Source: an optimization exercise on an open RTL-to-GDS flow (aim: small area and a short achievable clock period). Production flows keep margins and buffers that such runs may drop.
Only simulation tests tie the RTL to the original design; equivalence was not proved.
Power and IR drop assume default switching activity.

**flow/config.mk**
```make
export PLATFORM = sky130hd
export DESIGN_NAME = wlcTop
export DESIGN_NICKNAME = wlcTop
export VERILOG_FILES = /design/flow/design.v
export SDC_FILE = /design/flow/constraint.sdc
export NUM_CORES = 4
export LEC_CHECK = 0
export CAP_MARGIN = 20
export CORE_MARGIN = 2
export CORE_UTILIZATION = 65
export SLEW_MARGIN = 20
```
**flow/constraint.sdc**
```tcl
create_clock -name core_clock -period 45.0 [get_ports {clk}]
set_input_delay 9.0000 -clock core_clock [delete_from_list [all_inputs] [get_ports {clk}]]
set_output_delay 9.0000 -clock core_clock [all_outputs]
set_load 0.01 [all_outputs]
```
**flow/design.v**
```verilog
package wlcPkg;
    localparam logic [2:0] FmtUnknown = 3'd0;
    localparam logic [2:0] FmtCompute = 3'd1;
    localparam logic [2:0] FmtMemory  = 3'd2;
    localparam logic [2:0] FmtControl = 3'd3;
    localparam logic [2:0] FmtMixed   = 3'd4;
    localparam logic [2:0] FmtIdle    = 3'd5;
    localparam logic [6:0] OpAluReg = 7'b0110011;   
    localparam logic [6:0] OpAluImm = 7'b0010011;
    localparam logic [6:0] OpLoad   = 7'b0000011;   
    localparam logic [6:0] OpStore  = 7'b0100011;
    localparam logic [6:0] OpBranch = 7'b1100011;   
    localparam logic [6:0] OpJal    = 7'b1101111;
    localparam logic [6:0] OpJalr   = 7'b1100111;
    localparam int DefWindowLen     = 16;
    localparam int DefIdleLimit     = 24;
    localparam int DefFifoDepth     = 4;
    localparam int DefConfThreshold = 4;
    localparam int EntryW = 25;
endpackage
module opcodeWindow (
    input  logic                        clk,
    input  logic                        reset,
    input  logic [7:0]                  instr,
    input  logic                        creditReturn,
    output logic [wlcPkg::EntryW-1:0]   pushData,
    output logic                        push,
    output logic                        noCredits,
    output logic [15:0]                 droppedWindows
);
    logic       valid;
    logic [6:0] opcode;
    logic       isCompute, isMem, isControl;
    logic       ended;         
    logic [3:0] total;         
    logic [3:0] totalEff;
    logic [4:0] idleSeq;       
    logic [3:0] credits;       
    logic       vCompute, vMem, vControl;    
    logic windowFull, idleFire, windowEnd, canSend;
    assign valid  = instr[7];
    assign opcode = instr[6:0];
    assign isCompute = (opcode == wlcPkg::OpAluReg) || (opcode == wlcPkg::OpAluImm);
    assign isMem     = (opcode == wlcPkg::OpLoad) || (opcode == wlcPkg::OpStore);
    assign isControl = (opcode == wlcPkg::OpBranch) || (opcode == wlcPkg::OpJal) ||
                       (opcode == wlcPkg::OpJalr);
    assign totalEff   = ended ? 4'd0 : total;
    assign windowFull = valid && (totalEff == 4'd15);
    assign idleFire   = !valid && (idleSeq == 5'd31);
    assign windowEnd  = windowFull || idleFire;
    assign canSend    = credits[0];
    assign noCredits  = !canSend;
    logic [3:0] creditsKeep, creditsSend;
    assign creditsKeep = creditReturn ? {credits[2:0], 1'b1} : credits;
    assign creditsSend = creditReturn ? credits : {1'b0, credits[3:1]};
    always_ff @(posedge clk) begin
        if (!reset) begin
            ended          <= 1'b1;
            idleSeq        <= 5'd8;
            credits        <= 4'b1111;
            push           <= 1'b0;
            droppedWindows <= '0;
        end else begin
            ended   <= windowEnd;
            if (valid) begin
                idleSeq <= 5'd8;
            end else if (idleSeq != 5'd0) begin
                idleSeq <= idleSeq + 5'd1;
            end
            credits <= (windowEnd && canSend) ? creditsSend : creditsKeep;
            push    <= windowEnd && canSend;
            if (windowEnd && !canSend) begin
                droppedWindows <= droppedWindows + 16'd1;
            end
        end
    end
    logic [7:0] computeY, memY, controlY;
    logic       computeOdd, memOdd, controlOdd;
    logic [7:0] computeYInc, memYInc, controlYInc;
    logic [7:0] computeYNext, memYNext, controlYNext;
    logic       computeOddNext, memOddNext, controlOddNext;
    assign computeYInc = computeY + (vCompute ? {4'd0, 3'b110, computeOdd} : 8'd0);
    assign memYInc     = memY + (vMem ? {4'd0, 3'b110, memOdd} : 8'd0);
    assign controlYInc = controlY + (vControl ? {4'd0, 3'b110, controlOdd} : 8'd0);
    assign computeYNext   = ended ? 8'd0 : computeYInc;
    assign memYNext       = ended ? 8'd0 : memYInc;
    assign controlYNext   = ended ? 8'd0 : controlYInc;
    assign computeOddNext = !ended && (computeOdd ^ vCompute);
    assign memOddNext     = !ended && (memOdd ^ vMem);
    assign controlOddNext = !ended && (controlOdd ^ vControl);
    logic [7:0]  divY;
    logic        divOdd;
    logic [7:0]  dividendLow;
    logic [3:0]  remCur;
    logic [4:0]  rem2;
    logic        qBit;
    logic [3:0]  rem;
    logic [22:0] quot;
    logic [23:0] tolls;
    always_comb begin
        case (idleSeq[4:3])
            2'd1:    begin divY = computeYNext; divOdd = computeOddNext; end
            2'd2:    begin divY = memYNext;     divOdd = memOddNext;     end
            default: begin divY = controlYNext; divOdd = controlOddNext; end
        endcase
    end
    assign dividendLow = {divY[3:0], divOdd, 3'd0};
    assign remCur   = (idleSeq[2:0] == 3'd0) ? divY[7:4] : rem;
    assign rem2     = {remCur, dividendLow[3'd7 - idleSeq[2:0]]};
    assign qBit     = (totalEff != 4'd0) && (rem2 >= 5'(totalEff));
    assign tolls    = {quot, qBit};
    always_ff @(posedge clk) begin
        total      <= valid ? totalEff + 4'd1 : totalEff;
        vCompute   <= valid && isCompute;
        vMem       <= valid && isMem;
        vControl   <= valid && isControl;
        computeOdd <= computeOddNext;
        memOdd     <= memOddNext;
        controlOdd <= controlOddNext;
        if (idleFire) begin
            computeY <= tolls[23:16];
            memY     <= tolls[15:8];
            controlY <= tolls[7:0];
        end else begin
            computeY <= computeYNext;
            memY     <= memYNext;
            controlY <= controlYNext;
        end
        rem  <= qBit ? 4'(rem2 - 5'(totalEff)) : rem2[3:0];
        quot <= tolls[22:0];
    end
    assign pushData = {computeYInc, memYInc, controlYInc, !idleSeq[3]};
endmodule
module summaryFifo (
    input  logic                        clk,
    input  logic                        reset,
    input  logic                        push,
    input  logic [wlcPkg::EntryW-1:0]   pushData,
    input  logic                        pop,
    input  logic                        noCredits,
    output logic [wlcPkg::EntryW-1:0]   headData,
    output logic                        headValid,
    output logic                        creditReturn
);
    logic [wlcPkg::EntryW-1:0] mem [4];
    logic [1:0] rdPtr;
    logic [1:0] wrPtr;
    assign headData  = mem[rdPtr];
    assign headValid = (rdPtr != wrPtr) || (noCredits && !push && !creditReturn);
    always_ff @(posedge clk) begin
        if (!reset) begin
            rdPtr        <= '0;
            wrPtr        <= '0;
            creditReturn <= 1'b0;
        end else begin
            creditReturn <= pop;
            if (push) wrPtr <= wrPtr + 2'd1;
            if (pop)  rdPtr <= rdPtr + 2'd1;
        end
    end
    always_ff @(posedge clk) begin
        if (push) begin
            mem[wrPtr] <= pushData;
        end
    end
endmodule
module formatDecider (
    input  logic                        clk,
    input  logic                        reset,
    input  logic [wlcPkg::EntryW-1:0]   headData,
    input  logic                        headValid,
    input  logic                        resultReady,
    output logic                        pop,
    output logic [30:0]                 result,
    output logic                        resultValid,
    output logic                        classificationValid,
    output logic [15:0]                 classificationCount
);
    logic [7:0] computeToll, memToll, controlToll;
    logic       idle;
    logic [1:0] busyClasses;
    logic [2:0] nextFormat;
    logic [3:0] baseConf;
    logic [3:0] nextConf;
    logic [2:0] format;
    logic [3:0] confidence;
    assign {computeToll, memToll, controlToll, idle} = headData;
    assign format     = result[30:28];
    assign confidence = result[27:24];
    assign busyClasses = 2'(computeToll > 8'd50) + 2'(memToll > 8'd50) +
                         2'(controlToll > 8'd50);
    always_comb begin
        if (idle) begin
            nextFormat = wlcPkg::FmtIdle;
            baseConf   = 4'd8;
        end else if (computeToll > 8'd150) begin
            nextFormat = wlcPkg::FmtCompute;
            baseConf   = 4'd7;
        end else if (memToll > 8'd150) begin
            nextFormat = wlcPkg::FmtMemory;
            baseConf   = 4'd7;
        end else if (controlToll > 8'd150) begin
            nextFormat = wlcPkg::FmtControl;
            baseConf   = 4'd7;
        end else if (busyClasses >= 2'd2) begin
            nextFormat = wlcPkg::FmtMixed;
            baseConf   = 4'd6;
        end else begin
            nextFormat = wlcPkg::FmtUnknown;
            baseConf   = 4'd4;
        end
    end
    always_comb begin
        if (nextFormat == format && nextFormat != wlcPkg::FmtUnknown) begin
            nextConf = (confidence > 4'd13) ? 4'd15 : confidence + 4'd2;
        end else begin
            nextConf = baseConf;
        end
    end
    assign pop = headValid && (!resultValid || resultReady);
    always_ff @(posedge clk) begin
        if (!reset) begin
            result              <= '0;
            resultValid         <= 1'b0;
            classificationValid <= 1'b0;
            classificationCount <= '0;
        end else begin
            if (pop) begin
                result              <= {nextFormat, nextConf, computeToll, memToll, controlToll};
                resultValid         <= 1'b1;
                classificationValid <= (nextFormat != wlcPkg::FmtUnknown);
                classificationCount <= classificationCount + 16'd1;
            end else if (resultReady) begin
                resultValid <= 1'b0;
            end
        end
    end
endmodule
module wlcTop #(
    parameter int WindowLen     = wlcPkg::DefWindowLen,
    parameter int IdleLimit     = wlcPkg::DefIdleLimit,
    parameter int FifoDepth     = wlcPkg::DefFifoDepth,
    parameter int ConfThreshold = wlcPkg::DefConfThreshold
) (
    input  logic                 clk,
    input  logic                 reset,
    input  logic [7:0]           instr,    
    input  logic                 resultReady,
    output logic [30:0]          result,   
    output logic                 resultValid,
    output logic                 classificationValid,
    output logic [15:0]          classificationCount,
    output logic [15:0]          droppedWindows
);
    logic [wlcPkg::EntryW-1:0] pushData;
    logic [wlcPkg::EntryW-1:0] headData;
    logic push;
    logic headValid;
    logic pop;
    logic creditReturn;
    logic noCredits;
    opcodeWindow u_window (
        .clk            (clk),
        .reset          (reset),
        .instr          (instr),
        .creditReturn   (creditReturn),
        .pushData       (pushData),
        .push           (push),
        .noCredits      (noCredits),
        .droppedWindows (droppedWindows)
    );
    summaryFifo u_fifo (
        .clk          (clk),
        .reset        (reset),
        .push         (push),
        .pushData     (pushData),
        .pop          (pop),
        .noCredits    (noCredits),
        .headData     (headData),
        .headValid    (headValid),
        .creditReturn (creditReturn)
    );
    formatDecider u_decider (
        .clk                 (clk),
        .reset               (reset),
        .headData            (headData),
        .headValid           (headValid),
        .resultReady         (resultReady),
        .pop                 (pop),
        .result              (result),
        .resultValid         (resultValid),
        .classificationValid (classificationValid),
        .classificationCount (classificationCount)
    );
endmodule
```
**flow/flow/run.sh**
```bash
#!/bin/bash
# Standard synthesis, then its combinational logic re-mapped for area (the
# flip-flops untouched), then the standard layout with plain buf_1 port
# buffers, a clock tree of fewer leaf clusters, and timing repair aimed well
# past the clock period's needs so the port paths get sized.
set -euo pipefail
ARGS=(
  "BUFFER_PORTS_ARGS=-buffer_cell sky130_fd_sc_hd__buf_1"
  "CTS_ARGS=-sink_clustering_enable -repair_clock_nets -buf_list sky130_fd_sc_hd__clkbuf_8 -sink_clustering_size 20 -sink_clustering_max_diameter 50 -dont_use_dummy_load"
  SETUP_SLACK_MARGIN=34.6
)
bash standard.sh "${ARGS[@]}" synth > synth.log 2>&1
RES=orfs/results/$FLOW_PLATFORM/wlcTop/base
cp $RES/1_2_yosys.v standard_synth.v
RESYN_INPUT=standard_synth.v RESYN_NETLIST=resyn.v yosys -c flow/resyn.tcl > resyn.log 2>&1
cp resyn.v $RES/1_2_yosys.v
rm -f $RES/1_synth.odb
bash standard.sh "${ARGS[@]}" finish > standard.log 2>&1
```
**flow/flow/resyn.abc**
```
strash
&get -n
&deepsyn -T 60
&put
dch -f
amap
topo
```
**flow/flow/resyn.tcl**
```tcl
# Re-maps the combinational logic of the standard synthesis netlist for area.
# Every flip-flop instance stays as the standard synthesis made it: same cell
# type, same instance name, same connections. The gates fed (through gates
# only) by the data inputs stay as the standard synthesis mapped them too, so
# the port-to-register paths keep their speed-mapped structure.
set lib $::env(FLOW_HOME)/platforms/sky130hd/lib/sky130_fd_sc_hd__tt_025C_1v80.lib
set top $::env(FLOW_TOP)
set dont_use {sky130_fd_sc_hd__probe_p_8 sky130_fd_sc_hd__probec_p_8 sky130_fd_sc_hd__lpflow_bleeder_1 sky130_fd_sc_hd__lpflow_clkbufkapwr_1 sky130_fd_sc_hd__lpflow_clkbufkapwr_16 sky130_fd_sc_hd__lpflow_clkbufkapwr_2 sky130_fd_sc_hd__lpflow_clkbufkapwr_4 sky130_fd_sc_hd__lpflow_clkbufkapwr_8 sky130_fd_sc_hd__lpflow_clkinvkapwr_1 sky130_fd_sc_hd__lpflow_clkinvkapwr_16 sky130_fd_sc_hd__lpflow_clkinvkapwr_2 sky130_fd_sc_hd__lpflow_clkinvkapwr_4 sky130_fd_sc_hd__lpflow_clkinvkapwr_8 sky130_fd_sc_hd__lpflow_decapkapwr_12 sky130_fd_sc_hd__lpflow_decapkapwr_3 sky130_fd_sc_hd__lpflow_decapkapwr_4 sky130_fd_sc_hd__lpflow_decapkapwr_6 sky130_fd_sc_hd__lpflow_decapkapwr_8 sky130_fd_sc_hd__lpflow_inputiso0n_1 sky130_fd_sc_hd__lpflow_inputiso0p_1 sky130_fd_sc_hd__lpflow_inputiso1n_1 sky130_fd_sc_hd__lpflow_inputiso1p_1 sky130_fd_sc_hd__lpflow_inputisolatch_1 sky130_fd_sc_hd__lpflow_isobufsrc_1 sky130_fd_sc_hd__lpflow_isobufsrc_16 sky130_fd_sc_hd__lpflow_isobufsrc_2 sky130_fd_sc_hd__lpflow_isobufsrc_4 sky130_fd_sc_hd__lpflow_isobufsrc_8 sky130_fd_sc_hd__lpflow_isobufsrckapwr_16 sky130_fd_sc_hd__lpflow_lsbuf_lh_hl_isowell_tap_1 sky130_fd_sc_hd__lpflow_lsbuf_lh_hl_isowell_tap_2 sky130_fd_sc_hd__lpflow_lsbuf_lh_hl_isowell_tap_4 sky130_fd_sc_hd__lpflow_lsbuf_lh_isowell_4 sky130_fd_sc_hd__lpflow_lsbuf_lh_isowell_tap_1 sky130_fd_sc_hd__lpflow_lsbuf_lh_isowell_tap_2 sky130_fd_sc_hd__lpflow_lsbuf_lh_isowell_tap_4 sky130_fd_sc_hd__fill_1 sky130_fd_sc_hd__fill_2 sky130_fd_sc_hd__fill_4 sky130_fd_sc_hd__fill_8 }
set du_args {}
foreach c $dont_use { lappend du_args -dont_use $c }

yosys read_liberty -ignore_miss_func $lib
yosys blackbox sky130_fd_sc_hd__*df* sky130_fd_sc_hd__*dl*
yosys read_verilog $::env(RESYN_INPUT)
yosys hierarchy -top $top
yosys design -save orig
yosys cd $top
yosys delete t:sky130_fd_sc_hd__*df* t:sky130_fd_sc_hd__*dl*
yosys select -write input_cone.txt i:* i:clk %d %co200 c:* %i
yosys cd
yosys design -load orig
yosys select -read input_cone.txt
yosys setattr -set keep_hierarchy 1
yosys select -clear
yosys flatten
yosys opt_clean -purge
yosys rename -hide w:*.*
yosys tee -o resyn_before.txt stat -liberty $lib
yosys cd $top
yosys abc -liberty $lib {*}$du_args -script flow/resyn.abc
yosys opt_clean -purge
yosys splitnets
yosys opt_clean -purge
yosys hilomap -singleton -hicell sky130_fd_sc_hd__conb_1 HI -locell sky130_fd_sc_hd__conb_1 LO
yosys insbuf -buf sky130_fd_sc_hd__buf_4 A X
yosys opt_clean -purge
yosys cd
yosys setattr -unset keep_hierarchy $top/c:*
yosys blackbox sky130_fd_sc_hd__*
yosys tee -o resyn_after.txt stat -liberty $lib
yosys write_verilog -noattr -nohex -nodec $::env(RESYN_NETLIST)
```
**flow/standard.sh**
```bash
#!/bin/bash
# synth_recipe.tcl (not shown) runs the flow's synth.tcl, then flattens the netlist and writes it again
# the make line also repeats each setting of config.mk as NAME=value (left out here)
make -C /OpenROAD-flow-scripts/flow DESIGN_CONFIG=/design/flow/config.mk WORK_HOME=/design/flow/orfs CLKGATE_MAP_FILE= SYNTH_SCRIPT=/design/flow/synth_recipe.tcl "${@:-finish}"
```
==> flow_summary.html, run 1 <==
<table>
<tr><th>Metric</th><th>Value</th></tr>
<tr><th colspan="2">Status</th></tr>
<tr><td>Outcome</td><td>timing/DRC/antenna clean</td></tr>
<tr><th colspan="2">Floorplan</th></tr>
<tr><td>Die span in y</td><td>123.6 um</td></tr>
<tr><td>IO Count</td><td>76</td></tr>
<tr><td>Placeable core region</td><td>between 0.01 and 0.015 sq mm</td></tr>
<tr><td>Die Footprint</td><td>about 0.015 sq mm</td></tr>
<tr><td>Number of rows in the core area</td><td>43</td></tr>
<tr><td>Starting density of the core</td><td>66.72%</td></tr>
<tr><td>Horiz. Die Dim</td><td>123.6 um</td></tr>
<tr><th colspan="2">Clock tree</th></tr>
<tr><td>Clock tree from TritonCTS</td><td>done</td></tr>
<tr><td>Clock Latency Late Sink</td><td>540 ps</td></tr>
<tr><td>Clk slew on worst S/H paths</td><td>90 ps</td></tr>
<tr><td>Clock buffer depth</td><td>3</td></tr>
<tr><td>H-tree depth reported by CTS</td><td>1</td></tr>
<tr><td>Buffers inserted by post-CTS timing repair</td><td>0</td></tr>
<tr><td>Number of buffers added by the clock tree synthesis step</td><td>19</td></tr>
<tr><td>Clk sinks</td><td>244</td></tr>
<tr><td>Number of resized instances in the post-cts repair step</td><td>0</td></tr>
<tr><td>Clock root buffer</td><td>clkbuf_8</td></tr>
<tr><td>Cts hold-fix bufs</td><td>0</td></tr>
<tr><th colspan="2">Critical path</th></tr>
<tr><td>CP startpoint kind</td><td>input port</td></tr>
<tr><td>Data required time of the worst path</td><td>45,370 ps</td></tr>
<tr><td>Endpoint type of the worst setup path</td><td>register</td></tr>
<tr><td>Signal arrival time at the worst endpoint</td><td>10,630 ps</td></tr>
<tr><td>Crit path max fanout</td><td>9</td></tr>
<tr><td>Type of the worst setup path</td><td>input port to register</td></tr>
<tr><th colspan="2">GRT</th></tr>
<tr><td>Global-route wire length before repair</td><td>30,770 um</td></tr>
<tr><td>Vias in the first global route</td><td>6,335</td></tr>
<tr><td>All-layer global routing usage</td><td>about 26%</td></tr>
<tr><td>Residual overflow from global routing</td><td>0</td></tr>
<tr><td>Largest net degree at the start of global routing</td><td>around 70</td></tr>
<tr><td>Antenna violations before repair</td><td>0</td></tr>
<tr><th colspan="2">Timing</th></tr>
<tr><td>Tightest Pin Transition</td><td>820.7 ps</td></tr>
<tr><td>Shortest clock period the worst path allows after layout</td><td>10,260 ps</td></tr>
<tr><td>Number of failing setup endpoints in the final timing report</td><td>0</td></tr>
<tr><td>Maximum clock frequency</td><td>about 97 MHz</td></tr>
<tr><td>Endpoints failing hold</td><td>0</td></tr>
<tr><td>Final count of pins violating max slew</td><td>0</td></tr>
<tr><td>Total negative slack</td><td>0 ps</td></tr>
<tr><td>Normalized max-slew margin</td><td>43.87%</td></tr>
<tr><td>Final critical-path share of the clock period</td><td>22.79%</td></tr>
<tr><td>Setup repair after global routing missed its margin</td><td>false</td></tr>
<tr><td>Final-layout worst hold slack</td><td>approximately 330 ps</td></tr>
<tr><td>Post-Route Skew</td><td>~58 ps</td></tr>
<tr><th colspan="2">Cells and area</th></tr>
<tr><td>Number of filler cells placed in the layout</td><td>roughly 1,000</td></tr>
<tr><td>Share of post-route cells with drive strength above 1</td><td>5.149%</td></tr>
<tr><td>Area growth from synthesis to layout</td><td>8.868%</td></tr>
<tr><td>Nets</td><td>roughly 980</td></tr>
<tr><td>Commonest cells after routing, fill and taps aside</td><td>dfxtp_1, nand2_1, nor2_1</td></tr>
<tr><td>Final core occ</td><td>72.64%</td></tr>
<tr><td>Antenna diode instance count</td><td>0</td></tr>
<tr><td>Final instance count without filler cells</td><td>1,151</td></tr>
<tr><td>Most common cell after layout, fill and taps aside</td><td>dfxtp_1</td></tr>
<tr><th colspan="2">Routing</th></tr>
<tr><td>Detail-routed via count per cell</td><td>approximately 5.9</td></tr>
<tr><td>Wirelength per Cell</td><td>16.95 um</td></tr>
<tr><td>Routed wire length</td><td>19,510 um</td></tr>
<tr><td>Total via count in the routed design</td><td>6,752</td></tr>
<tr><td>Detailed router's first-iteration violation count</td><td>approximately 560</td></tr>
<tr><td>Post-detailed-route DRC marker count</td><td>0</td></tr>
<tr><td>Drt pass-1 iters</td><td>5</td></tr>
<tr><td>Remaining number of nets flagged by the antenna check after routing</td><td>0</td></tr>
<tr><th colspan="2">Flow run</th></tr>
<tr><td>Number of max-capacitance violations reported</td><td>0</td></tr>
<tr><th colspan="2">Synthesis</th></tr>
<tr><td>Number of cells produced by synthesis</td><td>887</td></tr>
<tr><td>Average size of a mapped cell</td><td>10.48 sq um</td></tr>
<tr><td>Post-Synthesis Cell Area</td><td>0.009298 sq mm</td></tr>
<tr><td>Count of synthesis-stage warnings from yosys</td><td>3</td></tr>
<tr><td>Net count after synthesis</td><td>about 900</td></tr>
<tr><th colspan="2">Placed design</th></tr>
<tr><td>Placer Congestion</td><td>about 0.8</td></tr>
<tr><td>Count of input and output buffers</td><td>75</td></tr>
<tr><td>Number of placed cells counting well taps</td><td>1,132</td></tr>
<tr><td>Half-perimeter wire length of the detailed placement result</td><td>13,440 um</td></tr>
<tr><th colspan="2">Pwr</th></tr>
<tr><td>Largest vdd supply drop</td><td>0.02131 mV</td></tr>
<tr><td>P per Cell Area</td><td>45.48 mW/mm^2</td></tr>
<tr><td>Leakage Power</td><td>roughly 3.4 nW</td></tr>
<tr><th colspan="2">Min path</th></tr>
<tr><td>Class of the most critical hold timing path</td><td>register to register</td></tr>
</table>
-- flip-flops by register name, indices dropped and copies added, names as in the netlist, 4 cells and up, named ones only --
name	cells
u_fifo.mem	100
u_decider.result	31
u_window.quot	23
u_decider.classificationCount	16
u_window.droppedWindows	16
u_window.computeY	8
u_window.controlY	8
u_window.memY	8
u_window.idleSeq	5
u_window.credits	4
u_window.rem	4
u_window.total	4
-- worst paths after layout --
path | from | endpoint | slack, ps | cells past startpoint
worst max-delay path | instr[7] | u_window.droppedWindows[12] | 34740 | 8
worst min-delay path | u_window.quot[0] | u_window.quot[1] | 330 | 0
worst max register to register | register | u_decider.result[26] | 40450 | 18
worst min register to register | u_window.quot[0] | u_window.quot[1] | 330 | 0
-- routing by layer --
metal | track usage (%) | part of all wire, % | routed length (um) | vias to the layer above
met5 | 0 | 0 | 0 | -
met4 | 6.889 | 2.5 | 487 | 0
met3 | 3.709 | 5.2 | 1022 | 39
met2 | 44.99 | 48 | 9400 | 225
met1 | 34.58 | 44 | 8596 | 3178
li1 | - | - | - | 3310
-- final cells by class --
cell class                 count  area, sq um  area share, %
multi-input combinational    560         3153          31.15
sequential                   244         5886          58.15
tap                          180        225.2          2.225
timing repair buffer          86        364.1          3.597
clock buffer                  19        261.5          2.583
inverter                      62        232.7          2.299
-- stage by stage --
stage / setup slack, ps / total power, mW / area [sq um]
5_1_grt: 34610 / 0.4849 / 10120
2_1_floorplan: 34600 / 0.3313 / 9321
4_1_cts: 34610 / 0.4622 / 10120
3_3_place_gp: 34210 / 0.3587 / 9856
3_5_place_dp: 34080 / 0.3630 / 9856
6_report: 34740 / 0.4603 / 10120
-- power breakdown --
part | internal [mW] | switching [mW] | total [mW]
Combinational | 0.0356 | 0.0664 | 0.102
Clock | 0.0381 | 0.0636 | 0.102
Sequential | 0.245 | 0.0112 | 0.257
Total | 0.319 | 0.141 | 0.460
-- critical path, cell delays in order --
cell and delay [ps]:
buf_1 310, a41oi_2 290, nor2_4 250, nand2_1 120
nor2_2 250, nand4_1 160, xor2_1 180, nor2_1 60
==> run 2, diff against run 1 <==
--- a/flow/flow/run.sh
+++ b/flow/flow/run.sh
@@ -7,7 +7,7 @@
 ARGS=(
   "BUFFER_PORTS_ARGS=-buffer_cell sky130_fd_sc_hd__buf_1"
   "CTS_ARGS=-sink_clustering_enable -repair_clock_nets -buf_list sky130_fd_sc_hd__clkbuf_8 -sink_clustering_size 20 -sink_clustering_max_diameter 50 -dont_use_dummy_load"
-  SETUP_SLACK_MARGIN=34.6
+  SETUP_SLACK_MARGIN=34.9
 )
 bash standard.sh "${ARGS[@]}" synth > synth.log 2>&1
 RES=orfs/results/$FLOW_PLATFORM/wlcTop/base
==> flow/flow/resyn.abc (replaced) <==
strash
&get -n
&deepsyn -T 20
&put
dch -f
amap
&get -n
&dch
&nf -R 1000
&put
topo
==> run 2 against run 1 <==
Net effect: cell count fell by 3.0%; sequential power shrank 6%; via count down 3.5%; clock skew increased by 18 ps; combinational power decreased by 69%; largest cell class unchanged; highest routed layer unchanged.
==> flow_summary.html, run 2 <==
<table>
<tr><th>Metric</th><th>Value</th></tr>
<tr><th colspan="2">Floorplan</th></tr>
<tr><td>Horiz. Die Dim</td><td>approximately 120 um</td></tr>
<tr><td>Die span in y</td><td>123.4 um</td></tr>
<tr><td>IO Count</td><td>76</td></tr>
<tr><td>Starting density of the core</td><td>approximately two thirds</td></tr>
<tr><td>Number of rows in the core area</td><td>43</td></tr>
<tr><td>Placeable core region</td><td>~0.014 sq mm</td></tr>
<tr><td>Die Footprint</td><td>0.01522 sq mm</td></tr>
<tr><th colspan="2">Routing</th></tr>
<tr><td>Total via count in the routed design</td><td>6,516</td></tr>
<tr><td>Wire length on met3</td><td>about 1200 um</td></tr>
<tr><td>Routed wire length</td><td>roughly 19,000 um</td></tr>
<tr><td>Post-detailed-route DRC marker count</td><td>0</td></tr>
<tr><td>Remaining number of nets flagged by the antenna check after routing</td><td>0</td></tr>
<tr><td>Detail-routed via count per cell</td><td>approximately 5.8</td></tr>
<tr><td>Detailed router's first-iteration violation count</td><td>539</td></tr>
<tr><td>Wirelength per Cell</td><td>between 15 and 20 um</td></tr>
<tr><td>Highest Signal Layer</td><td>met4</td></tr>
<tr><td>Sum of met2 wire segment lengths after detailed routing</td><td>9116 um</td></tr>
<tr><td>Drt pass-1 iters</td><td>7</td></tr>
<tr><td>Met1 Routed Length</td><td>8183 um</td></tr>
<tr><th colspan="2">Pwr</th></tr>
<tr><td>Leakage Power</td><td>3.610 nW</td></tr>
<tr><td>Largest vdd supply drop</td><td>about 0.021 mV</td></tr>
<tr><td>Overall power consumption</td><td>0.3740 mW</td></tr>
<tr><td>P per Cell Area</td><td>36.71 mW/mm^2</td></tr>
<tr><th colspan="2">Timing</th></tr>
<tr><td>Normalized max-slew margin</td><td>approximately two fifths</td></tr>
<tr><td>Tightest Pin Transition</td><td>918.8 ps</td></tr>
<tr><td>Post-Route Skew</td><td>around 77 ps</td></tr>
<tr><td>Total negative slack</td><td>0 ps</td></tr>
<tr><td>Setup repair after global routing missed its margin</td><td>false</td></tr>
<tr><td>Endpoints failing hold</td><td>0</td></tr>
<tr><td>Maximum clock frequency</td><td>99.47 MHz</td></tr>
<tr><td>Crit path setup slack, layout</td><td>about 35,000 ps</td></tr>
<tr><td>Final count of pins violating max slew</td><td>0</td></tr>
<tr><td>Number of failing setup endpoints in the final timing report</td><td>0</td></tr>
<tr><td>Final critical-path share of the clock period</td><td>22.34%</td></tr>
<tr><td>Shortest clock period the worst path allows after layout</td><td>10,050 ps</td></tr>
<tr><th colspan="2">Cells and area</th></tr>
<tr><td>Commonest cells after routing, fill and taps aside</td><td>nand2_1, dfxtp_1, edfxtp_1</td></tr>
<tr><td>Most common cell after layout, fill and taps aside</td><td>nand2_1</td></tr>
<tr><td>Antenna diode instance count</td><td>0</td></tr>
<tr><td>Most flops, register</td><td>u_fifo.mem</td></tr>
<tr><td>Share of post-route cells with drive strength above 1</td><td>11.43%</td></tr>
<tr><td>Top Registers</td><td>u_fifo.mem (100), u_decider.result (31), u_window.quot (23)</td></tr>
<tr><td>Final core occ</td><td>73.41%</td></tr>
<tr><td>Nets</td><td>949</td></tr>
<tr><td>Max FFs per register</td><td>100</td></tr>
<tr><td>Cell area after layout</td><td>0.01019 sq mm</td></tr>
<tr><td>Area growth from synthesis to layout</td><td>10.02%</td></tr>
<tr><th colspan="2">Min path</th></tr>
<tr><td>Class of the most critical hold timing path</td><td>register to register</td></tr>
<tr><td>Number of instances on the worst hold path</td><td>0</td></tr>
<tr><td>Source of the worst hold timing path</td><td>u_window.quot[11]</td></tr>
<tr><td>Destination of the worst hold path</td><td>u_window.quot[12]</td></tr>
<tr><th colspan="2">Clock tree</th></tr>
<tr><td>Clock root buffer</td><td>clkbuf_8</td></tr>
<tr><td>Clk sinks</td><td>244</td></tr>
<tr><td>Clock tree from TritonCTS</td><td>done</td></tr>
<tr><td>Clock Latency Late Sink</td><td>between 500 and 600 ps</td></tr>
<tr><td>Clk slew on worst S/H paths</td><td>110 ps</td></tr>
<tr><td>Clock buffer depth</td><td>3</td></tr>
<tr><td>H-tree depth reported by CTS</td><td>1</td></tr>
<tr><td>Number of buffers added by the clock tree synthesis step</td><td>19</td></tr>
<tr><th colspan="2">Status</th></tr>
<tr><td>Outcome</td><td>timing/DRC/antenna clean</td></tr>
<tr><th colspan="2">Synthesis</th></tr>
<tr><td>Count of synthesis-stage warnings from yosys</td><td>3</td></tr>
<tr><td>Net count after synthesis</td><td>~860</td></tr>
<tr><td>Average size of a mapped cell</td><td>10.86 sq um</td></tr>
<tr><td>Post-Synthesis Cell Area</td><td>0.009261 sq mm</td></tr>
<tr><td>Number of cells produced by synthesis</td><td>around 850</td></tr>
<tr><th colspan="2">Critical path</th></tr>
<tr><td>R2R Setup Slk</td><td>40,570 ps</td></tr>
<tr><td>Max stage delay on crit path</td><td>about 380 ps</td></tr>
<tr><td>CP startpoint kind</td><td>register</td></tr>
<tr><td>Endpoint type of the worst setup path</td><td>output port</td></tr>
<tr><td>CP top delay family</td><td>flip-flops</td></tr>
<tr><td>Crit path buf inv count</td><td>1</td></tr>
<tr><td>Depth of the worst register-to-register path</td><td>15</td></tr>
<tr><td>Crit path max fanout</td><td>5</td></tr>
<tr><td>Library cell contributing the largest single delay on the critical path</td><td>dfxtp_2</td></tr>
<tr><td>Signal arrival time at the worst endpoint</td><td>approximately 1100 ps</td></tr>
<tr><td>Data required time of the worst path</td><td>36,000 ps</td></tr>
<tr><td>Endpoint of the lowest-slack register-to-register path</td><td>u_decider.result[25]</td></tr>
<tr><td>Type of the worst setup path</td><td>register to output port</td></tr>
<tr><td>Worst path cell trace</td><td>buf_2</td></tr>
<tr><th colspan="2">GRT</th></tr>
<tr><td>Largest net degree at the start of global routing</td><td>between 60 and 70</td></tr>
<tr><td>Global-route wire length before repair</td><td>29,400 um</td></tr>
<tr><td>Residual overflow from global routing</td><td>0</td></tr>
<tr><td>Antenna violations before repair</td><td>0</td></tr>
<tr><td>Vias in the first global route</td><td>5,960</td></tr>
<tr><td>All-layer global routing usage</td><td>24.81%</td></tr>
<tr><th colspan="2">Placed design</th></tr>
<tr><td>Count of input and output buffers</td><td>75</td></tr>
<tr><td>Worst-case setup slack after placement</td><td>33,940 ps</td></tr>
<tr><td>Placer Congestion</td><td>0.8871</td></tr>
<tr><td>Post-DP Area</td><td>0.009821 sq mm</td></tr>
<tr><td>Half-perimeter wire length of the detailed placement result</td><td>12,720 um</td></tr>
<tr><th colspan="2">Flow run</th></tr>
<tr><td>Number of max-capacitance violations reported</td><td>0</td></tr>
</table>
run 2: cell types whose count changed in the layout (fill, tap and decap cells not counted), moves of 16 or more:
cell	previous run	this run
buf_1	75	44
xnor2_1	10	30
clkbuf_2	0	22
a22oi_1	20	4
nand2_1	113	153
dfxtp_1	144	116
a222oi_1	4	20
o21ai_0	46	29
dfxtp_2	0	25
clkinv_1	61	22
nor2_1	104	72
run 2: how the worst max path moves through the flow:
stage,from,endpoint,slack [ps],cells after the start
after global routing,u_decider.result[26],result[26],34900,1
after floorplan,instr[7],u_window.droppedWindows[9],34700,9
after CTS,u_decider.classificationCount[3],classificationCount[3],34900,1
after global placement,instr[7],u_window.droppedWindows[9],33990,9
after detailed placement,instr[7],u_window.droppedWindows[9],33940,9
final,u_decider.result[27],result[27],34950,1
run 2: what timing repair did:
item / CTS / global route
resized for setup: 30 / 36
endpoints found under the setup margin: 59 / 98
setup buffers: 1 / 0
gates cloned: 1 / 0
pin swaps: 0 / 0
hold buffers: 0 / 0
run 2: cell type report:
| cell class | count | area, sq um |
|---|---|---|
| flip-flops and latches | 244 | 5928 |
| fillers | 1027 | 3691 |
| multi-input cells | 566 | 3298 |
| repair buffers | 84 | 387.9 |
| clock buffers | 19 | 261.5 |
| well taps | 180 | 225.2 |
| inverters | 23 | 88.84 |
run 2: power breakdown:
group          switching (mW)  internal [mW]
combinational          0.0208         0.0111
clock                  0.0628         0.0380
sequential            0.00517          0.236
total                  0.0888          0.285
run 2: through the flow:
step                      std cells  hold WS [ps]
after floorplan                 853         330.6
after global placement         1095         334.5
after detailed placement       1095         336.3
after CTS                      1116         291.9
after global routing           1116         295.4
final                          1116         304.8
run 2: per-layer routing:
| layer | global-route usage, % | vias up |
|---|---|---|
| met5 | 0 | - |
| met4 | 5.824 | 0 |
| met3 | 3.229 | 25 |
| met2 | 42.03 | 208 |
| met1 | 34.30 | 3088 |
| li1 | - | 3195 |
==> run 3, diff against run 2 <==
--- a/flow/flow/run.sh
+++ b/flow/flow/run.sh
@@ -7,7 +7,7 @@
 ARGS=(
   "BUFFER_PORTS_ARGS=-buffer_cell sky130_fd_sc_hd__buf_1"
   "CTS_ARGS=-sink_clustering_enable -repair_clock_nets -buf_list sky130_fd_sc_hd__clkbuf_8 -sink_clustering_size 20 -sink_clustering_max_diameter 50 -dont_use_dummy_load"
-  SETUP_SLACK_MARGIN=34.9
+  SETUP_SLACK_MARGIN=35.0
 )
 bash standard.sh "${ARGS[@]}" synth > synth.log 2>&1
 RES=orfs/results/$FLOW_PLATFORM/wlcTop/base
==> run 3 against run 2 <==
Net effect: still clean on timing, DRC and antenna; sequential share of layout area decreased by 3.7 points; routed wire length is 9.9% higher; flip-flop and latch count unchanged; worst hold slack improved by 19 ps; worst setup slack improved by 32 ps; combinational power grew 17%; power grew 3.5%; clock-buffer cell count rose by 2; area after synthesis is the same; sequential power about the same; critical endpoint is now droppedWindows[11]; largest cell class unchanged; largest power group unchanged.
==> flow_summary.html, run 3 <==
<table>
<tr><th>Metric</th><th>Value</th></tr>
<tr><th colspan="2">Status</th></tr>
<tr><td>Outcome</td><td>timing/DRC/antenna clean</td></tr>
<tr><th colspan="2">Timing</th></tr>
<tr><td>Normalized max-slew margin</td><td>45.40%</td></tr>
<tr><td>Tightest Pin Transition</td><td>between 800 and 900 ps</td></tr>
<tr><td>Number of failing setup endpoints in the final timing report</td><td>0</td></tr>
<tr><td>Shortest clock period the worst path allows after layout</td><td>10,020 ps</td></tr>
<tr><td>Final critical-path share of the clock period</td><td>22.27%</td></tr>
<tr><td>Endpoints failing hold</td><td>0</td></tr>
<tr><td>Final-layout worst hold slack</td><td>~320 ps</td></tr>
<tr><td>Setup repair after global routing missed its margin</td><td>true</td></tr>
<tr><td>Maximum clock frequency</td><td>99.79 MHz</td></tr>
<tr><td>Final count of pins violating max slew</td><td>0</td></tr>
<tr><td>Total negative slack</td><td>0 ps</td></tr>
<tr><td>Post-Route Skew</td><td>53.63 ps</td></tr>
<tr><th colspan="2">Floorplan</th></tr>
<tr><td>Horiz. Die Dim</td><td>approximately 120 um</td></tr>
<tr><td>Number of rows in the core area</td><td>43</td></tr>
<tr><td>Die Footprint</td><td>0.01522 sq mm</td></tr>
<tr><td>Starting density of the core</td><td>between 60% and 70%</td></tr>
<tr><td>Placeable core region</td><td>0.01388 sq mm</td></tr>
<tr><td>Die span in y</td><td>123.4 um</td></tr>
<tr><td>IO Count</td><td>76</td></tr>
<tr><th colspan="2">Placed design</th></tr>
<tr><td>Half-perimeter wire length of the detailed placement result</td><td>12,730 um</td></tr>
<tr><td>Placer Congestion</td><td>0.8487</td></tr>
<tr><td>Count of input and output buffers</td><td>between 70 and 80</td></tr>
<tr><td>Number of placed cells counting well taps</td><td>1,096</td></tr>
<tr><td>Post-DP Area</td><td>0.009836 sq mm</td></tr>
<tr><th colspan="2">Critical path</th></tr>
<tr><td>Crit path max fanout</td><td>2</td></tr>
<tr><td>Crit path buf inv count</td><td>1</td></tr>
<tr><td>Signal arrival time at the worst endpoint</td><td>slightly above 1000 ps</td></tr>
<tr><td>Library cell contributing the largest single delay on the critical path</td><td>dfxtp_4</td></tr>
<tr><td>Data required time of the worst path</td><td>approximately 36,000 ps</td></tr>
<tr><td>CP startpoint kind</td><td>register</td></tr>
<tr><td>Endpoint type of the worst setup path</td><td>output port</td></tr>
<tr><td>CP top delay family</td><td>flip-flops</td></tr>
<tr><td>Worst path cell trace</td><td>buf_6</td></tr>
<tr><td>Max stage delay on crit path</td><td>around 370 ps</td></tr>
<tr><td>Type of the worst setup path</td><td>register to output port</td></tr>
<tr><th colspan="2">Pwr</th></tr>
<tr><td>Largest vdd supply drop</td><td>around 0.027 mV</td></tr>
<tr><td>Combinational Power Share</td><td>9.6%</td></tr>
<tr><td>Power share of the clock group</td><td>27.9%</td></tr>
<tr><td>Part of the power in registers</td><td>62.4%</td></tr>
<tr><td>Overall power consumption</td><td>0.3871 mW</td></tr>
<tr><td>Internal power</td><td>0.2937 mW</td></tr>
<tr><td>Sw Ratio</td><td>24.14%</td></tr>
<tr><td>Reported net switching power</td><td>slightly above 0.09 mW</td></tr>
<tr><td>Leakage Power</td><td>4.086 nW</td></tr>
<tr><td>P per Cell Area</td><td>35.27 mW/mm^2</td></tr>
<tr><th colspan="2">GRT</th></tr>
<tr><td>Antenna violations before repair</td><td>0</td></tr>
<tr><td>Residual overflow from global routing</td><td>0</td></tr>
<tr><td>Global-route wire length before repair</td><td>around 31,000 um</td></tr>
<tr><td>All-layer global routing usage</td><td>26.58%</td></tr>
<tr><td>Largest net degree at the start of global routing</td><td>68</td></tr>
<tr><td>Vias in the first global route</td><td>6,371</td></tr>
<tr><th colspan="2">Routing</th></tr>
<tr><td>Post-detailed-route DRC marker count</td><td>0</td></tr>
<tr><td>Detail-routed via count per cell</td><td>5.865</td></tr>
<tr><td>Remaining number of nets flagged by the antenna check after routing</td><td>0</td></tr>
<tr><td>Wirelength per Cell</td><td>17.76 um</td></tr>
<tr><td>Total via count in the routed design</td><td>~6,800</td></tr>
<tr><td>Drt pass-1 iters</td><td>7</td></tr>
<tr><td>Routed wire length</td><td>about 21,000 um</td></tr>
<tr><td>Detailed router's first-iteration violation count</td><td>610</td></tr>
<tr><th colspan="2">Synthesis</th></tr>
<tr><td>Average size of a mapped cell</td><td>10.86 sq um</td></tr>
<tr><td>Number of cells produced by synthesis</td><td>853</td></tr>
<tr><td>Post-Synthesis Cell Area</td><td>0.009261 sq mm</td></tr>
<tr><td>Count of synthesis-stage warnings from yosys</td><td>3</td></tr>
<tr><td>Net count after synthesis</td><td>864</td></tr>
<tr><th colspan="2">Cells and area</th></tr>
<tr><td>Antenna diode instance count</td><td>0</td></tr>
<tr><td>Area occupied by multi-input gates</td><td>0.003302 sq mm</td></tr>
<tr><td>Nets</td><td>around 990</td></tr>
<tr><td>Final instance count without filler cells</td><td>1,161</td></tr>
<tr><td>Register area</td><td>approximately 0.006 sq mm</td></tr>
<tr><td>Top Registers</td><td>u_fifo.mem (100), u_decider.result (31), u_window.quot (23)</td></tr>
<tr><td>Share of post-route cells with drive strength above 1</td><td>23.04%</td></tr>
<tr><td>Max FFs per register</td><td>100</td></tr>
<tr><td>Area growth from synthesis to layout</td><td>18.50%</td></tr>
<tr><td>Most common cell after layout, fill and taps aside</td><td>nand2_1</td></tr>
<tr><td>Cell area after layout</td><td>about 0.011 sq mm</td></tr>
<tr><td>Commonest cells after routing, fill and taps aside</td><td>nand2_1, edfxtp_1, dfxtp_1</td></tr>
<tr><td>Number of filler cells placed in the layout</td><td>872</td></tr>
<tr><td>Most flops, register</td><td>u_fifo.mem</td></tr>
<tr><th colspan="2">Clock tree</th></tr>
<tr><td>H-tree depth reported by CTS</td><td>1</td></tr>
<tr><td>Clock root buffer</td><td>clkbuf_8</td></tr>
<tr><td>Clk sinks</td><td>between 200 and 250</td></tr>
<tr><td>Clock buffer depth</td><td>3</td></tr>
<tr><td>Number of buffers added by the clock tree synthesis step</td><td>21</td></tr>
<tr><td>Clock tree from TritonCTS</td><td>done</td></tr>
<tr><td>Clk slew on worst S/H paths</td><td>110 ps</td></tr>
<tr><td>Cts hold-fix bufs</td><td>0</td></tr>
<tr><td>Clock Latency Late Sink</td><td>540 ps</td></tr>
<tr><th colspan="2">Min path</th></tr>
<tr><td>Class of the most critical hold timing path</td><td>register to register</td></tr>
<tr><th colspan="2">Flow run</th></tr>
<tr><td>Number of max-capacitance violations reported</td><td>0</td></tr>
</table>
==> run 3: changes by cell type in the layout (fill, tap and decap cells not counted), moves of 2 or more <==
cell / change
clkbuf_8: +2
dfxtp_1: -37
buf_6: +53
buf_4: +42
dfxtp_2: +34
clkbuf_2: -18
dfxtp_4: +3
buf_1: -36
==> run 3: worst paths after layout <==
kind | end | slack [ps] | start | cells past startpoint
setup / recovery | droppedWindows[11] | 34980 | u_window.droppedWindows[11] | 1
hold / removal | u_window.quot[13] | 320 | u_window.quot[12] | 0
setup reg to reg | u_decider.result[24] | 40580 | register | 15
hold reg to reg | u_window.quot[13] | 320 | u_window.quot[12] | 0
==> run 3: power groups by stage <==
stage	clock, mW	combinational [mW]	sequential, mW
after detailed placement	0	0.0318	0.246
after global placement	0	0.0308	0.246
after global routing	0.119	0.0412	0.243
after floorplan	0	0.0222	0.246
final	0.108	0.0373	0.242
after CTS	0.109	0.0351	0.241
==> run 3: final cells by class <==
type | instances | area share (%)
Sequential cell | 244 | 54.51
Multi-Input combinational cell | 566 | 30.09
Timing Repair Buffer | 127 | 9.908
Clock buffer | 21 | 2.634
Tap cell | 180 | 2.052
Inverter | 23 | 0.8095
==> run 3: what timing repair did <==
| action | in CTS | in global routing |
|---|---|---|
| buffers inserted | 34 | 9 |
| resized for setup | 148 | 48 |
| gates cloned | 1 | 0 |
| endpoints found under the setup margin | 99 | 78 |
| pin swaps | 0 | 2 |
==> run 3: through the flow <==
step           util (%)  setup slack (ps)
6_report          79.06             34980
4_1_cts           76.97             34980
3_3_place_gp      70.86             33980
2_1_floorplan         -             34700
3_5_place_dp      70.86             33920
5_1_grt           79.06             34950
==> run 3: metal layers <==
metal | vias to the layer above | wire length [um] | GRT usage, %
met5 | - | 0 | 0
met4 | 0 | 448 | 7.457
met3 | 36 | 1196 | 3.598
met2 | 230 | 10060 | 44.71
met1 | 3254 | 8917 | 36.38
li1 | 3289 | - | -
==> run 4, diff against run 3 <==
--- a/flow/flow/run.sh
+++ b/flow/flow/run.sh
@@ -7,7 +7,7 @@
 ARGS=(
   "BUFFER_PORTS_ARGS=-buffer_cell sky130_fd_sc_hd__buf_1"
   "CTS_ARGS=-sink_clustering_enable -repair_clock_nets -buf_list sky130_fd_sc_hd__clkbuf_8 -sink_clustering_size 20 -sink_clustering_max_diameter 50 -dont_use_dummy_load"
-  SETUP_SLACK_MARGIN=35.0
+  SETUP_SLACK_MARGIN=34.9
 )
 bash standard.sh "${ARGS[@]}" synth > synth.log 2>&1
 RES=orfs/results/$FLOW_PLATFORM/wlcTop/base
==> flow/flow/resyn.abc (replaced) <==
strash
&get -n
&deepsyn -T 60
&put
dch -f
amap
topo
==> run 4 against run 3 <==
Net effect: largest cell class unchanged; highest routed layer unchanged; cell area is 6.6% lower; critical path type unchanged; maximum frequency is 0.38% lower; first-iteration DRC count is 3.3% higher.
==> flow_summary.html, run 4 <==
<table>
<tr><th>Metric</th><th>Value</th></tr>
<tr><th colspan="2">Routing</th></tr>
<tr><td>Total via count in the routed design</td><td>6,773</td></tr>
<tr><td>Wirelength per Cell</td><td>16.99 um</td></tr>
<tr><td>Post-detailed-route DRC marker count</td><td>0</td></tr>
<tr><td>Remaining number of nets flagged by the antenna check after routing</td><td>0</td></tr>
<tr><td>Routed wire length</td><td>slightly below 20,000 um</td></tr>
<tr><td>Detail-routed via count per cell</td><td>5.874</td></tr>
<tr><td>Drt pass-1 iters</td><td>5</td></tr>
<tr><td>Detailed router's first-iteration violation count</td><td>630</td></tr>
<tr><th colspan="2">Cells and area</th></tr>
<tr><td>Antenna diode instance count</td><td>0</td></tr>
<tr><td>Number of filler cells placed in the layout</td><td>roughly 980</td></tr>
<tr><td>Nets</td><td>~990</td></tr>
<tr><td>Share of post-route cells with drive strength above 1</td><td>under 10%</td></tr>
<tr><td>Most common cell after layout, fill and taps aside</td><td>dfxtp_1</td></tr>
<tr><td>Final instance count without filler cells</td><td>1,153</td></tr>
<tr><td>Max FFs per register</td><td>100</td></tr>
<tr><td>Most flops, register</td><td>u_fifo.mem</td></tr>
<tr><td>Area growth from synthesis to layout</td><td>10.19%</td></tr>
<tr><td>Commonest cells after routing, fill and taps aside</td><td>dfxtp_1, nand2_1, nor2_1</td></tr>
<tr><td>Top Registers</td><td>u_fifo.mem (100), u_decider.result (31), u_window.quot (23)</td></tr>
<tr><th colspan="2">Flow run</th></tr>
<tr><td>Number of max-capacitance violations reported</td><td>0</td></tr>
<tr><th colspan="2">Clock tree</th></tr>
<tr><td>Clock Latency Late Sink</td><td>530 ps</td></tr>
<tr><td>Clock buffer depth</td><td>3</td></tr>
<tr><td>Clock root buffer</td><td>clkbuf_8</td></tr>
<tr><td>Clk sinks</td><td>244</td></tr>
<tr><td>Clock tree from TritonCTS</td><td>done</td></tr>
<tr><td>Clk slew on worst S/H paths</td><td>110 ps</td></tr>
<tr><td>H-tree depth reported by CTS</td><td>1</td></tr>
<tr><td>Number of buffers added by the clock tree synthesis step</td><td>20</td></tr>
<tr><th colspan="2">Critical path</th></tr>
<tr><td>Library cell contributing the largest single delay on the critical path</td><td>dfxtp_1</td></tr>
<tr><td>CP top delay family</td><td>flip-flops</td></tr>
<tr><td>CP startpoint kind</td><td>register</td></tr>
<tr><td>Worst path cell trace</td><td>buf_2</td></tr>
<tr><td>Endpoint type of the worst setup path</td><td>output port</td></tr>
<tr><td>Instance count on the critical path</td><td>1</td></tr>
<tr><td>Max stage delay on crit path</td><td>approximately 380 ps</td></tr>
<tr><td>R2R Setup Slk</td><td>between 40,000 and 50,000 ps</td></tr>
<tr><td>Depth of the worst register-to-register path</td><td>20</td></tr>
<tr><td>Type of the worst setup path</td><td>register to output port</td></tr>
<tr><td>Crit path max fanout</td><td>3</td></tr>
<tr><td>Data required time of the worst path</td><td>approximately 36,000 ps</td></tr>
<tr><td>Signal arrival time at the worst endpoint</td><td>1060 ps</td></tr>
<tr><td>Crit path buf inv count</td><td>1</td></tr>
<tr><th colspan="2">GRT</th></tr>
<tr><td>All-layer global routing usage</td><td>25.92%</td></tr>
<tr><td>Largest net degree at the start of global routing</td><td>68</td></tr>
<tr><td>Global-route wire length before repair</td><td>around 31,000 um</td></tr>
<tr><td>Residual overflow from global routing</td><td>0</td></tr>
<tr><td>Antenna violations before repair</td><td>0</td></tr>
<tr><td>Vias in the first global route</td><td>6,224</td></tr>
<tr><th colspan="2">Placed design</th></tr>
<tr><td>Placer Congestion</td><td>about 0.86</td></tr>
<tr><td>Half-perimeter wire length of the detailed placement result</td><td>13,380 um</td></tr>
<tr><td>Count of input and output buffers</td><td>75</td></tr>
<tr><td>Number of placed cells counting well taps</td><td>1,130</td></tr>
<tr><th colspan="2">Floorplan</th></tr>
<tr><td>Die span in y</td><td>123.6 um</td></tr>
<tr><td>Number of rows in the core area</td><td>43</td></tr>
<tr><td>Starting density of the core</td><td>66.72%</td></tr>
<tr><td>Die Footprint</td><td>0.01528 sq mm</td></tr>
<tr><td>Placeable core region</td><td>0.01393 sq mm</td></tr>
<tr><td>IO Count</td><td>76</td></tr>
<tr><td>Horiz. Die Dim</td><td>between 100 and 150 um</td></tr>
<tr><th colspan="2">Synthesis</th></tr>
<tr><td>Post-Synthesis Cell Area</td><td>between 0.009 and 0.01 sq mm</td></tr>
<tr><td>Count of synthesis-stage warnings from yosys</td><td>3</td></tr>
<tr><td>Net count after synthesis</td><td>898</td></tr>
<tr><td>Average size of a mapped cell</td><td>approximately 10 sq um</td></tr>
<tr><td>Number of cells produced by synthesis</td><td>around 900</td></tr>
<tr><th colspan="2">Min path</th></tr>
<tr><td>Class of the most critical hold timing path</td><td>register to register</td></tr>
<tr><td>Number of instances on the worst hold path</td><td>0</td></tr>
<tr><th colspan="2">Timing</th></tr>
<tr><td>Endpoints failing hold</td><td>0</td></tr>
<tr><td>Final critical-path share of the clock period</td><td>about 22%</td></tr>
<tr><td>Number of failing setup endpoints in the final timing report</td><td>0</td></tr>
<tr><td>Shortest clock period the worst path allows after layout</td><td>10,060 ps</td></tr>
<tr><td>Total negative slack</td><td>0 ps</td></tr>
<tr><td>Tightest Pin Transition</td><td>approximately 1000 ps</td></tr>
<tr><td>Post-Route Skew</td><td>41.07 ps</td></tr>
<tr><td>Setup repair after global routing missed its margin</td><td>false</td></tr>
<tr><td>Maximum clock frequency</td><td>99.41 MHz</td></tr>
<tr><td>Final count of pins violating max slew</td><td>0</td></tr>
<tr><td>Normalized max-slew margin</td><td>32.77%</td></tr>
<tr><th colspan="2">Pwr</th></tr>
<tr><td>Largest vdd supply drop</td><td>0.02709 mV</td></tr>
<tr><td>P per Cell Area</td><td>45.28 mW/mm^2</td></tr>
<tr><td>Leakage Power</td><td>3.510 nW</td></tr>
<tr><th colspan="2">Status</th></tr>
<tr><td>Outcome</td><td>timing/DRC/antenna clean</td></tr>
</table>
==> run 4: routing by layer <==
metal,wire length (um),track usage [%],up-vias
li1,-,-,3303
met1,8434,34.98,3164
met2,9196,43.13,263
met3,1331,3.480,43
met4,629,9.659,0
met5,0,0,-
==> run 4: per-stage QoR <==
| step | util (%) | setup WS [ps] | instance area (sq um) | total power, mW | hold slack, ps |
|---|---|---|---|---|---|
| after floorplan | - | 34700 | 9376 | 0.3317 | 330.6 |
| after global placement | 70.90 | 33950 | 9879 | 0.3593 | 334.7 |
| after detailed placement | 70.90 | 33870 | 9879 | 0.3630 | 338.7 |
| after CTS | 73.18 | 34900 | 10200 | 0.4655 | 326.6 |
| after global routing | 73.52 | 34900 | 10240 | 0.4892 | 331.5 |
| final | 73.52 | 34940 | 10240 | 0.4639 | 329.0 |
==> run 4: worst paths after layout <==
kind,end,start
worst max register to register,u_window.rem[2],u_window.idleSeq[3]
worst min-delay path,u_window.quot[8],u_window.quot[7]
worst min register to register,u_window.quot[8],u_window.quot[7]
worst max-delay path,droppedWindows[12],u_window.droppedWindows[12]
==> run 4: power by group <==
group	internal (mW)	leakage, nW	switching (mW)
registers	0.246	2.09	0.0114
logic	0.0367	1.28	0.0661
clock network	0.0400	0.144	0.0640
==> run 4: layout make-up <==
cell class / instances / area [sq um] / area share, %
sequential: 244 / 5904 / 57.63
timing repair buffer: 86 / 394.1 / 3.847
tap: 180 / 225.2 / 2.198
clock buffer: 20 / 275.3 / 2.687
multi-input combinational: 561 / 3211 / 31.34
inverter: 62 / 235.2 / 2.296
==> run 4: repair_timing <==
action	4_1_cts	5_1_grt
cloned	1	0
gates resized for setup	13	31
setup buffers	2	0
endpoints found under the setup margin	48	39
hold buffers	0	0
==> run 5, diff against run 4 <==
--- a/flow/config.mk
+++ b/flow/config.mk
@@ -7,5 +7,5 @@
 export LEC_CHECK = 0
 export CAP_MARGIN = 20
 export CORE_MARGIN = 2
-export CORE_UTILIZATION = 65
+export CORE_UTILIZATION = 55
 export SLEW_MARGIN = 20
==> run 5 against run 4 <==
Net effect: first-iteration DRC count shrank 34%; core utilization is 11 points lower; flip-flop and latch count is the same; highest routed layer unchanged; critical path depth unchanged; worst hold slack worse by 41 ps; clock skew increased by 17 ps; maximum frequency about the same.
==> flow_summary.html, run 5 <==
<table>
<tr><th>Metric</th><th>Value</th></tr>
<tr><th colspan="2">Timing</th></tr>
<tr><td>Crit path setup slack, layout</td><td>34,950 ps</td></tr>
<tr><td>Post-Route Skew</td><td>just under 60 ps</td></tr>
<tr><td>Normalized max-slew margin</td><td>41.84%</td></tr>
<tr><td>Final critical-path share of the clock period</td><td>between 20% and 30%</td></tr>
<tr><td>Setup repair after global routing missed its margin</td><td>true</td></tr>
<tr><td>Tightest Pin Transition</td><td>~850 ps</td></tr>
<tr><td>Final count of pins violating max slew</td><td>0</td></tr>
<tr><td>Total negative slack</td><td>0 ps</td></tr>
<tr><td>Maximum clock frequency</td><td>~100 MHz</td></tr>
<tr><td>Endpoints failing hold</td><td>0</td></tr>
<tr><td>Shortest clock period the worst path allows after layout</td><td>10,050 ps</td></tr>
<tr><td>Number of failing setup endpoints in the final timing report</td><td>0</td></tr>
<tr><th colspan="2">Synthesis</th></tr>
<tr><td>Number of cells produced by synthesis</td><td>887</td></tr>
<tr><td>Count of synthesis-stage warnings from yosys</td><td>3</td></tr>
<tr><td>Post-Synthesis Cell Area</td><td>0.009298 sq mm</td></tr>
<tr><td>Net count after synthesis</td><td>898</td></tr>
<tr><td>Average size of a mapped cell</td><td>10.48 sq um</td></tr>
<tr><th colspan="2">Critical path</th></tr>
<tr><td>Depth of the worst register-to-register path</td><td>20</td></tr>
<tr><td>Type of the worst setup path</td><td>register to output port</td></tr>
<tr><td>Max stage delay on crit path</td><td>380 ps</td></tr>
<tr><td>CP startpoint kind</td><td>register</td></tr>
<tr><td>Endpoint of the lowest-slack register-to-register path</td><td>u_window.rem[2]</td></tr>
<tr><td>Library cell contributing the largest single delay on the critical path</td><td>dfxtp_4</td></tr>
<tr><td>Beginning of the worst register-to-register path</td><td>u_window.idleSeq[3]</td></tr>
<tr><td>Signal arrival time at the worst endpoint</td><td>about 1100 ps</td></tr>
<tr><td>R2R Setup Slk</td><td>40,280 ps</td></tr>
<tr><td>Crit path buf inv count</td><td>1</td></tr>
<tr><td>CP top delay family</td><td>flip-flops</td></tr>
<tr><td>Worst path cell trace</td><td>buf_2</td></tr>
<tr><td>Crit path max fanout</td><td>5</td></tr>
<tr><td>Data required time of the worst path</td><td>36,000 ps</td></tr>
<tr><td>Endpoint type of the worst setup path</td><td>output port</td></tr>
<tr><th colspan="2">Routing</th></tr>
<tr><td>Wirelength per Cell</td><td>between 15 and 20 um</td></tr>
<tr><td>Routed wire length</td><td>just over 20,000 um</td></tr>
<tr><td>Total via count in the routed design</td><td>6,718</td></tr>
<tr><td>Remaining number of nets flagged by the antenna check after routing</td><td>0</td></tr>
<tr><td>Detail-routed via count per cell</td><td>5.594</td></tr>
<tr><td>Detailed router's first-iteration violation count</td><td>about 420</td></tr>
<tr><td>Drt pass-1 iters</td><td>6</td></tr>
<tr><td>Post-detailed-route DRC marker count</td><td>0</td></tr>
<tr><th colspan="2">Floorplan</th></tr>
<tr><td>Die span in y</td><td>~130 um</td></tr>
<tr><td>Placeable core region</td><td>0.01658 sq mm</td></tr>
<tr><td>IO Count</td><td>76</td></tr>
<tr><td>Horiz. Die Dim</td><td>134.0 um</td></tr>
<tr><td>Number of rows in the core area</td><td>47</td></tr>
<tr><td>Die Footprint</td><td>~0.018 sq mm</td></tr>
<tr><td>Starting density of the core</td><td>56.07%</td></tr>
<tr><th colspan="2">GRT</th></tr>
<tr><td>Residual overflow from global routing</td><td>0</td></tr>
<tr><td>Antenna violations before repair</td><td>0</td></tr>
<tr><td>Global-route wire length before repair</td><td>approximately 32,000 um</td></tr>
<tr><td>Largest net degree at the start of global routing</td><td>68</td></tr>
<tr><td>All-layer global routing usage</td><td>22.60%</td></tr>
<tr><td>Vias in the first global route</td><td>~6,400</td></tr>
<tr><th colspan="2">Min path</th></tr>
<tr><td>Number of instances on the worst hold path</td><td>0</td></tr>
<tr><td>Source of the worst hold timing path</td><td>u_window.quot[9]</td></tr>
<tr><td>Destination of the worst hold path</td><td>u_window.quot[10]</td></tr>
<tr><td>Class of the most critical hold timing path</td><td>register to register</td></tr>
<tr><th colspan="2">Clock tree</th></tr>
<tr><td>Clock buffer depth</td><td>3</td></tr>
<tr><td>Number of buffers added by the clock tree synthesis step</td><td>25</td></tr>
<tr><td>Cts hold-fix bufs</td><td>0</td></tr>
<tr><td>Clock root buffer</td><td>clkbuf_8</td></tr>
<tr><td>Clk sinks</td><td>244</td></tr>
<tr><td>H-tree depth reported by CTS</td><td>1</td></tr>
<tr><td>Clock Latency Late Sink</td><td>540 ps</td></tr>
<tr><td>Clock tree from TritonCTS</td><td>done</td></tr>
<tr><td>Clk slew on worst S/H paths</td><td>110 ps</td></tr>
<tr><th colspan="2">Pwr</th></tr>
<tr><td>Largest vdd supply drop</td><td>0.02700 mV</td></tr>
<tr><td>P per Cell Area</td><td>roughly 46 mW/mm^2</td></tr>
<tr><td>Leakage Power</td><td>~3.6 nW</td></tr>
<tr><th colspan="2">Cells and area</th></tr>
<tr><td>Final instance count without filler cells</td><td>approximately 1,200</td></tr>
<tr><td>Area occupied by multi-input gates</td><td>0.003193 sq mm</td></tr>
<tr><td>Most flops, register</td><td>u_fifo.mem</td></tr>
<tr><td>Most common cell after layout, fill and taps aside</td><td>dfxtp_1</td></tr>
<tr><td>Commonest cells after routing, fill and taps aside</td><td>dfxtp_1, nand2_1, nor2_1</td></tr>
<tr><td>Register area</td><td>0.005928 sq mm</td></tr>
<tr><td>Max FFs per register</td><td>100</td></tr>
<tr><td>Antenna diode instance count</td><td>0</td></tr>
<tr><td>Area growth from synthesis to layout</td><td>11.99%</td></tr>
<tr><td>Nets</td><td>994</td></tr>
<tr><td>Top Registers</td><td>u_fifo.mem (100), u_decider.result (31), u_window.quot (23)</td></tr>
<tr><td>Share of post-route cells with drive strength above 1</td><td>13.05%</td></tr>
<tr><td>Number of filler cells placed in the layout</td><td>1,379</td></tr>
<tr><th colspan="2">Placed design</th></tr>
<tr><td>Placer Congestion</td><td>0.8081</td></tr>
<tr><td>Number of placed cells counting well taps</td><td>roughly 1,200</td></tr>
<tr><td>Count of input and output buffers</td><td>75</td></tr>
<tr><td>Half-perimeter wire length of the detailed placement result</td><td>roughly 14,000 um</td></tr>
<tr><td>Worst-case setup slack after placement</td><td>33,860 ps</td></tr>
<tr><th colspan="2">Flow run</th></tr>
<tr><td>Number of max-capacitance violations reported</td><td>0</td></tr>
<tr><th colspan="2">Status</th></tr>
<tr><td>Outcome</td><td>timing/DRC/antenna clean</td></tr>
</table>
==> run 5: report_power, final <==
part           internal, mW  switching [mW]
Combinational        0.0364          0.0671
Clock                0.0494          0.0674
Sequential            0.246          0.0113
Total                 0.332           0.146
==> run 5: area by class of cell <==
| class | instances | area share (%) |
|---|---|---|
| sequential | 244 | 56.93 |
| timing repair buffer | 89 | 4.194 |
| clock buffer | 25 | 3.304 |
| inverter | 62 | 2.259 |
| tap | 220 | 2.644 |
| multi-input combinational | 561 | 30.67 |
==> run 5: how the worst max path moves through the flow <==
stage,from,to,cells past startpoint
after floorplan,instr[7],u_window.droppedWindows[9],9
after global placement,instr[7],u_window.droppedWindows[9],9
after detailed placement,instr[7],u_window.droppedWindows[12],9
after CTS,u_window.droppedWindows[12],droppedWindows[12],1
after global routing,u_decider.result[26],result[26],1
final,u_decider.classificationCount[8],classificationCount[8],1
==> run 5: routing by layer <==
metal  routed length (um)  vias up  share of wire (%)  global-route usage, %
li1                     -     3319                  -                      -
met2                 9478      172                 47                  37.38
met3                  984       36                4.9                  3.288
met1                 9222     3191                 46                  31.41
met4                  449        0                2.2                  6.374
met5                    0        -                  0                      0
==> run 5: per-stage QoR <==
| step | total power [mW] | hold WS [ps] | cell area [sq um] | utilization, % |
|---|---|---|---|---|
| detailed placement | 0.3642 | 337.6 | 9920 | 59.82 |
| global placement | 0.3610 | 336.0 | 9920 | 59.82 |
| global route | 0.5038 | 277.9 | 10410 | 62.79 |
| finish | 0.4776 | 288.0 | 10410 | 62.79 |
| CTS | 0.4797 | 285.6 | 10330 | 62.28 |
| floorplan | 0.3317 | 330.6 | 9376 | - |
==> run 5: what timing repair did <==
item,4_1_cts,5_1_grt
setup buffers,1,4
setup endpoints to repair,64,44
resized for setup,36,38
cloned,1,0

## static timing again, ports no longer ideal
How much do the figures lean on ideal ports? The routed layouts below were timed once more, with nothing changed but the port constraints.
Step 1, drivers: a clkbuf_16 drives clk and a buf_2 each remaining input, both assumed.
Step 2 also shifts input and output timing later by t, the mid clock arrival at the registers, as if the neighbouring blocks saw the same clock.
Three values: ideal ports, drivers, drivers and shift; two values: the first two.
run	t (ns)	setup WS [ns]	clock arrival spread, ns	worst register clock-pin slew, ns	worst slew at a driven data input, ns
run 1	0.547	34.742 / 34.758 / 34.211	0.059 / 0.059	0.11 / 0.11	0.04
run 2	0.535	34.947 / 34.909 / 34.499	0.077 / 0.077	0.11 / 0.11	0.04
run 3	0.552	34.979 / 34.938 / 34.510	0.054 / 0.054	0.11 / 0.11	0.04
run 4	0.549	34.941 / 34.902 / 34.495	0.041 / 0.041	0.11 / 0.11	0.03
run 5	0.556	34.945 / 34.907 / 34.503	0.062 / 0.063	0.11 / 0.11	0.03
After both steps every run listed still meets setup and hold. The setup slack of run 1, which loses most, moves by +0.016 ns with the drivers and by -0.531 ns with both steps.
